Context: an optimization exercise on an open-source flow, tuned for small area, a short achievable clock period and few clock cycles per item. The choices shown serve that exercise and are no tape-out recipe.
At most, simulation tests tie the RTL to the original design; equivalence was not proved.
The flow treats the clock pin as an ideal source. Dropping or thinning the clock tree relies on that and would not hold on a real chip.
No activity file was given, so power comes from the tool's default toggle rates.

==> flow/design.v <==
`default_nettype none
package sw_pkg;
    typedef enum logic [1:0] {
        BASE_A = 2'd0,
        BASE_T = 2'd1,
        BASE_G = 2'd2,
        BASE_C = 2'd3
    } base_t;
    typedef logic signed [8-1:0] score_t;
    typedef enum logic [1:0] {
        LOAD_QUERY = 2'd0,
        STREAM_REF = 2'd1,
        DRAIN      = 2'd2
    } load_state_t;
    typedef struct packed {
        score_t             score;
        logic [3-1:0]  row;
        logic [4-1:0]  col;
    } best_t;
endpackage
`default_nettype wire
`timescale 1ns/1ps
`default_nettype none
module sw_pe #(
    parameter int ROW = 0,
    parameter int W   = 5,    
    parameter int WU  = 5     
) (
    input  logic          clk,
    input  logic          rst,
    input  logic          i_step,     
    input  logic          i_valid,    
    input  logic          i_q_we,
    input  logic [1:0]    i_q_base,
    input  logic [1:0]    i_base,     
    input  logic [WU-1:0] i_h_up,     
    output logic [1:0]    o_base,
    output logic [W-1:0]  o_h         
);
    logic [1:0]    q_base;
    logic [WU-1:0] diag;              
    logic [W-1:0]  h_new;
    always_ff @(posedge clk) begin
        if (i_q_we) q_base <= i_q_base;
    end
    function automatic logic gt(input logic [W-1:0] a, input logic [W-1:0] b);
        logic g;
        g = 1'b0;
        for (int k = 0; k < W; k++) g = (a[k] & ~b[k]) | ((a[k] | ~b[k]) & g);
        gt = g;
    endfunction
    always_comb begin
        logic [W-1:0] dd;
        logic [W-1:0] m;
        dd = (ROW == 0) ? '0 : W'(diag);
        m  = dd;
        if (ROW != 0 && gt(W'(i_h_up), m)) m = W'(i_h_up);
        if (gt(o_h, m)) m = o_h;
        if (i_base == q_base) h_new = dd + 2'd2;
        else                  h_new = (m == '0) ? '0 : m - 1'b1;
    end
    always_ff @(posedge clk) begin
        if (i_step) begin
            o_base <= i_base;
            diag   <= i_h_up;
        end
    end
    if (ROW == 0) begin : g_h_rst
        always_ff @(posedge clk or posedge rst) begin
            if (rst) o_h <= '0;
            else if (i_step) o_h <= i_valid ? h_new : '0;
        end
    end else begin : g_h
        always_ff @(posedge clk) begin
            if (i_step) o_h <= i_valid ? h_new : '0;
        end
    end
endmodule
`default_nettype wire
`timescale 1ns/1ps
`default_nettype none
module sw_top (
    input  logic                clk,
    input  logic                rst,
    input  logic                i_sym_valid,
    input  sw_pkg::base_t       i_sym,
    input  logic                i_res_credit,
    output logic                o_sym_credit,
    output logic                o_res_valid,
    output sw_pkg::score_t      o_res_score,
    output logic [3-1:0]   o_res_row,
    output logic [4-1:0]   o_res_col
);
    localparam int NQ = 8;
    localparam int NR = 16;
    localparam int ND = NQ + NR - 1;     
    logic       in_v;
    logic [1:0] in_b;
    logic       is_ref;                  
    logic [2:0] qi;                      
    logic [4:0] d;                       
    logic       step;
    logic       drain;
    always_ff @(posedge clk or posedge rst) begin
        if (rst) in_v <= 1'b0;
        else     in_v <= i_sym_valid;
    end
    always_ff @(posedge clk) begin
        in_b <= i_sym;
    end
    assign drain = (d >= 5'(NR)) && (d != 5'(ND));
    assign step  = (in_v && is_ref) || drain;
    always_ff @(posedge clk or posedge rst) begin
        if (rst) begin
            is_ref <= 1'b0;
            qi     <= '0;
            d      <= '0;
        end else begin
            if (in_v && !is_ref) qi <= qi + 1'b1;
            if (in_v && !is_ref && qi == 3'(NQ - 1)) is_ref <= 1'b1;
            if (in_v && is_ref && d == 5'(NR - 1))   is_ref <= 1'b0;
            if (step)               d <= d + 1'b1;
            else if (d == 5'(ND))   d <= '0;
        end
    end
    function automatic int hw(input int row);
        int mx;
        mx = 2 * (row + 1);
        hw = $clog2(mx + 1);
    endfunction
    logic [1:0] base_c [NQ+1];
    logic [4:0] h_c    [NQ+1];           
    logic [NQ-1:0] valid;
    assign base_c[0] = in_b;
    assign h_c[0]    = '0;
    for (genvar i = 0; i < NQ; i++) begin : g_pe
        localparam int W  = hw(i);
        localparam int WU = (i == 0) ? 1 : hw(i - 1);
        logic [W-1:0] h;
        logic [4:0] dmi;
        assign dmi      = d - 5'(i);
        assign valid[i] = !dmi[4];
        sw_pe #(.ROW(i), .W(W), .WU(WU)) u_pe (
            .clk      (clk),
            .rst      (rst),
            .i_step   (step),
            .i_valid  (valid[i]),
            .i_q_we   (in_v && !is_ref && (qi == 3'(i))),
            .i_q_base (in_b),
            .i_base   (base_c[i]),
            .i_h_up   (h_c[i][WU-1:0]),
            .o_base   (base_c[i+1]),
            .o_h      (h)
        );
        assign h_c[i+1] = 5'(h);
    end
    logic       first;               
    logic       done;                
    logic [3:0] dl;                  
    logic [4:0] run_s;
    logic [2:0] run_r;
    logic [3:0] run_c;
    logic [4:0] b_s;
    logic [2:0] b_r;
    logic [3:0] b_c;
    function automatic logic gt5(input logic [4:0] a, input logic [4:0] b);
        logic g;
        g = 1'b0;
        for (int k = 0; k < 5; k++) g = (a[k] & ~b[k]) | ((a[k] | ~b[k]) & g);
        gt5 = g;
    endfunction
    assign first = (d == 5'd1);
    assign done  = (d == 5'(ND));
    assign dl    = 4'(d - 1'b1);
    always_comb begin
        logic [4:0]    s0;
        logic [NQ-1:0] c1;               
        logic [NQ-1:0] c2;               
        logic [NQ-1:0] sel;
        logic [2:0]    r;
        logic          win;
        logic          keep;
        s0 = first ? 5'd0 : run_s;
        for (int i = 0; i < NQ; i++) begin
            c1[i] = gt5(h_c[i+1], s0);
            c2[i] = c1[i] && (h_c[i+1][0] == s0[0]);
        end
        sel = (c2 != '0) ? c2 : c1;
        r = '0;
        for (int i = NQ - 1; i >= 0; i--) begin
            if (sel[i]) r = 3'(i);
        end
        win  = (c1 != '0);
        keep = !first && !win;
        b_s  = ({5{win}} & (s0 + ((c2 != '0) ? 5'd2 : 5'd1))) | ({5{keep}} & run_s);
        b_r  = ({3{win}} & r)                                   | ({3{keep}} & run_r);
        b_c  = ({4{win}} & (dl - 4'(r)))                        | ({4{keep}} & run_c);
    end
    always_ff @(posedge clk) begin
        run_s <= b_s;
        run_r <= b_r;
        run_c <= b_c;
    end
    logic       rv;
    logic [3:0] spare;
    always_ff @(posedge clk) begin
        rv <= done;
    end
    assign o_res_valid = rv;
    assign o_res_score = sw_pkg::score_t'({3'b000, run_s});
    assign o_res_row   = run_r;
    assign o_res_col   = run_c;
    logic [2:0] owed;                    
    logic [2:0] avail;
    logic       allow;                   
    logic       give;
    logic       osc;
    assign avail = owed + {2'b0, in_v};
    assign allow = is_ref && (d == 5'(NQ + NR - 5 - NQ) + {2'b0, owed});
    assign give  = (avail != '0) && (!allow || (spare != '0));
    always_ff @(posedge clk or posedge rst) begin
        if (rst) begin
            owed  <= '0;
            spare <= '0;
        end else begin
            owed  <= avail - {2'b0, give};
            spare <= spare + {3'b0, i_res_credit} - {3'b0, give && allow};
        end
    end
    always_ff @(posedge clk) begin
        osc <= give;
    end
    assign o_sym_credit = osc;
endmodule
`default_nettype wire
==> flow/config.mk <==
export PLATFORM = sky130hd
export DESIGN_NAME = sw_top
export DESIGN_NICKNAME = sw_top
export VERILOG_FILES = /design/flow/design.v
export SDC_FILE = /design/flow/constraint.sdc
export NUM_CORES = 4
export LEC_CHECK = 0
export ABC_AREA = 1
export CAP_MARGIN = 20
export CORE_MARGIN = 2
export CORE_UTILIZATION = 60
export SLEW_MARGIN = 20
==> flow/constraint.sdc <==
create_clock -name core_clock -period 22.0 [get_ports {clk}]
set_input_delay 4.4000 -clock core_clock [delete_from_list [all_inputs] [get_ports {clk}]]
set_output_delay 4.4000 -clock core_clock [all_outputs]
set_load 0.01 [all_outputs]
standard.sh (not shown) runs the stock make flow with config.mk's settings and CLKGATE_MAP_FILE= SYNTH_SCRIPT=/design/flow/synth_recipe.tcl, a recipe that flattens the netlist after the stock synthesis.
==> flow/flow/run.sh <==
#!/bin/bash
# Standard ORFS layout with these changes: the port buffers are buf_2 instead
# of the default delay-cell buffer; after clock tree synthesis, flow/post_cts.tcl
# replaces the tree with a smaller two-level one (flow/clock_tree.tcl); timing
# repair aims for 16.8 ns of setup slack.
set -o pipefail
bash standard.sh \
  'BUFFER_PORTS_ARGS=-buffer_cell sky130_fd_sc_hd__buf_2' \
  'CTS_ARGS=-sink_clustering_enable -repair_clock_nets -dont_use_dummy_load' \
  "POST_CTS_TCL=$PWD/flow/post_cts.tcl" \
  SETUP_SLACK_MARGIN=16.8 \
  finish > standard.log 2>&1
Other scripts of this flow, unchanged in this note and not shown: flow/flow/clock_tree.tcl, flow/flow/post_cts.tcl
Next try:
--- a/flow/design.v
+++ b/flow/design.v
@@ -100,13 +100,10 @@
     logic [2:0] qi;                      
     logic [4:0] d;                       
     logic       step;
     logic       drain;
-    always_ff @(posedge clk or posedge rst) begin
-        if (rst) in_v <= 1'b0;
-        else     in_v <= i_sym_valid;
-    end
-    always_ff @(posedge clk) begin
+    always_ff @(posedge clk) begin
+        in_v <= i_sym_valid;
         in_b <= i_sym;
     end
     assign drain = (d >= 5'(NR)) && (d != 5'(ND));
     assign step  = (in_v && is_ref) || drain;
@@ -136,11 +133,9 @@
     for (genvar i = 0; i < NQ; i++) begin : g_pe
         localparam int W  = hw(i);
         localparam int WU = (i == 0) ? 1 : hw(i - 1);
         logic [W-1:0] h;
-        logic [4:0] dmi;
-        assign dmi      = d - 5'(i);
-        assign valid[i] = !dmi[4];
+        assign valid[i] = (d >= 5'(i)) && (d <= 5'(i + NR - 1));
         sw_pe #(.ROW(i), .W(W), .WU(WU)) u_pe (
             .clk      (clk),
             .rst      (rst),
             .i_step   (step),
@@ -177,10 +172,8 @@
         logic [NQ-1:0] c1;               
         logic [NQ-1:0] c2;               
         logic [NQ-1:0] sel;
         logic [2:0]    r;
-        logic          win;
-        logic          keep;
         s0 = first ? 5'd0 : run_s;
         for (int i = 0; i < NQ; i++) begin
             c1[i] = gt5(h_c[i+1], s0);
             c2[i] = c1[i] && (h_c[i+1][0] == s0[0]);
@@ -189,13 +182,22 @@
         r = '0;
         for (int i = NQ - 1; i >= 0; i--) begin
             if (sel[i]) r = 3'(i);
         end
-        win  = (c1 != '0);
-        keep = !first && !win;
-        b_s  = ({5{win}} & (s0 + ((c2 != '0) ? 5'd2 : 5'd1))) | ({5{keep}} & run_s);
-        b_r  = ({3{win}} & r)                                   | ({3{keep}} & run_r);
-        b_c  = ({4{win}} & (dl - 4'(r)))                        | ({4{keep}} & run_c);
+        if (first) begin
+            b_s = '0;
+            b_r = '0;
+            b_c = '0;
+        end else begin
+            b_s = run_s;
+            b_r = run_r;
+            b_c = run_c;
+        end
+        if (c1 != '0) begin
+            b_s = s0 + ((c2 != '0) ? 5'd2 : 5'd1);
+            b_r = r;
+            b_c = dl - 4'(r);
+        end
     end
     always_ff @(posedge clk) begin
         run_s <= b_s;
         run_r <= b_r;
@@ -220,16 +222,15 @@
     assign give  = (avail != '0) && (!allow || (spare != '0));
     always_ff @(posedge clk or posedge rst) begin
         if (rst) begin
             owed  <= '0;
+            osc   <= 1'b0;
             spare <= '0;
         end else begin
             owed  <= avail - {2'b0, give};
+            osc   <= give;
             spare <= spare + {3'b0, i_res_credit} - {3'b0, give && allow};
         end
-    end
-    always_ff @(posedge clk) begin
-        osc <= give;
     end
     assign o_sym_credit = osc;
 endmodule
 `default_nettype wire
- global-route usage went up by 0.82 points
- total power went up by 1.6%
- sequential power went up by about 5%
- die area went down by about 1.1%
- wire length went down by about 0.43%
- setup slack loses 0.054 ns
- final area went down by about 1.4%
- utilization went down by 0.36 points
- via count went up by 1.6%
- synthesized area went down by 1.1%
- combinational power stays flat
- fmax went down by 1.0%
- clock power is about the same
Testbench counts after the change, summed over its fixed seeds: cycles 9,296, jobs 384.
No functional check of the RTL was part of the first run of this note. In every run of this note, the design's own scripts or RTL, not TritonCTS, make the clock network.

what the ideal ports hide:
The results above use ideal ports. As a check the final layouts listed here were re-extracted and re-timed, cells and wires unchanged.
Step 1: set_driving_cell puts a clkbuf_16 on clk and a buf_2 on each other input, an assumption about the parent block.
Step 2 also shifts input and output timing later by t, the mid clock arrival at the registers, as if the neighbouring blocks saw the same clock.
Slacks: ideal / step 1 / step 2; pairs: ideal / step 1.
run	shift t [ns]	slack for setup (ns)	hold slack, ns	worst setup path at the end	cell pins on the clock port's net
the first run	0.345	16.818 / 16.764 / 16.688	0.468 / 0.468 / 0.468	input to register	2
the second run	0.350	16.764 / 16.712 / 16.687	0.463 / 0.463 / 0.463	input to register	2
After both steps every run listed still meets setup and hold. The setup slack of the first run, which loses most, moves by -0.054 ns with the drivers and by -0.130 ns with both steps.
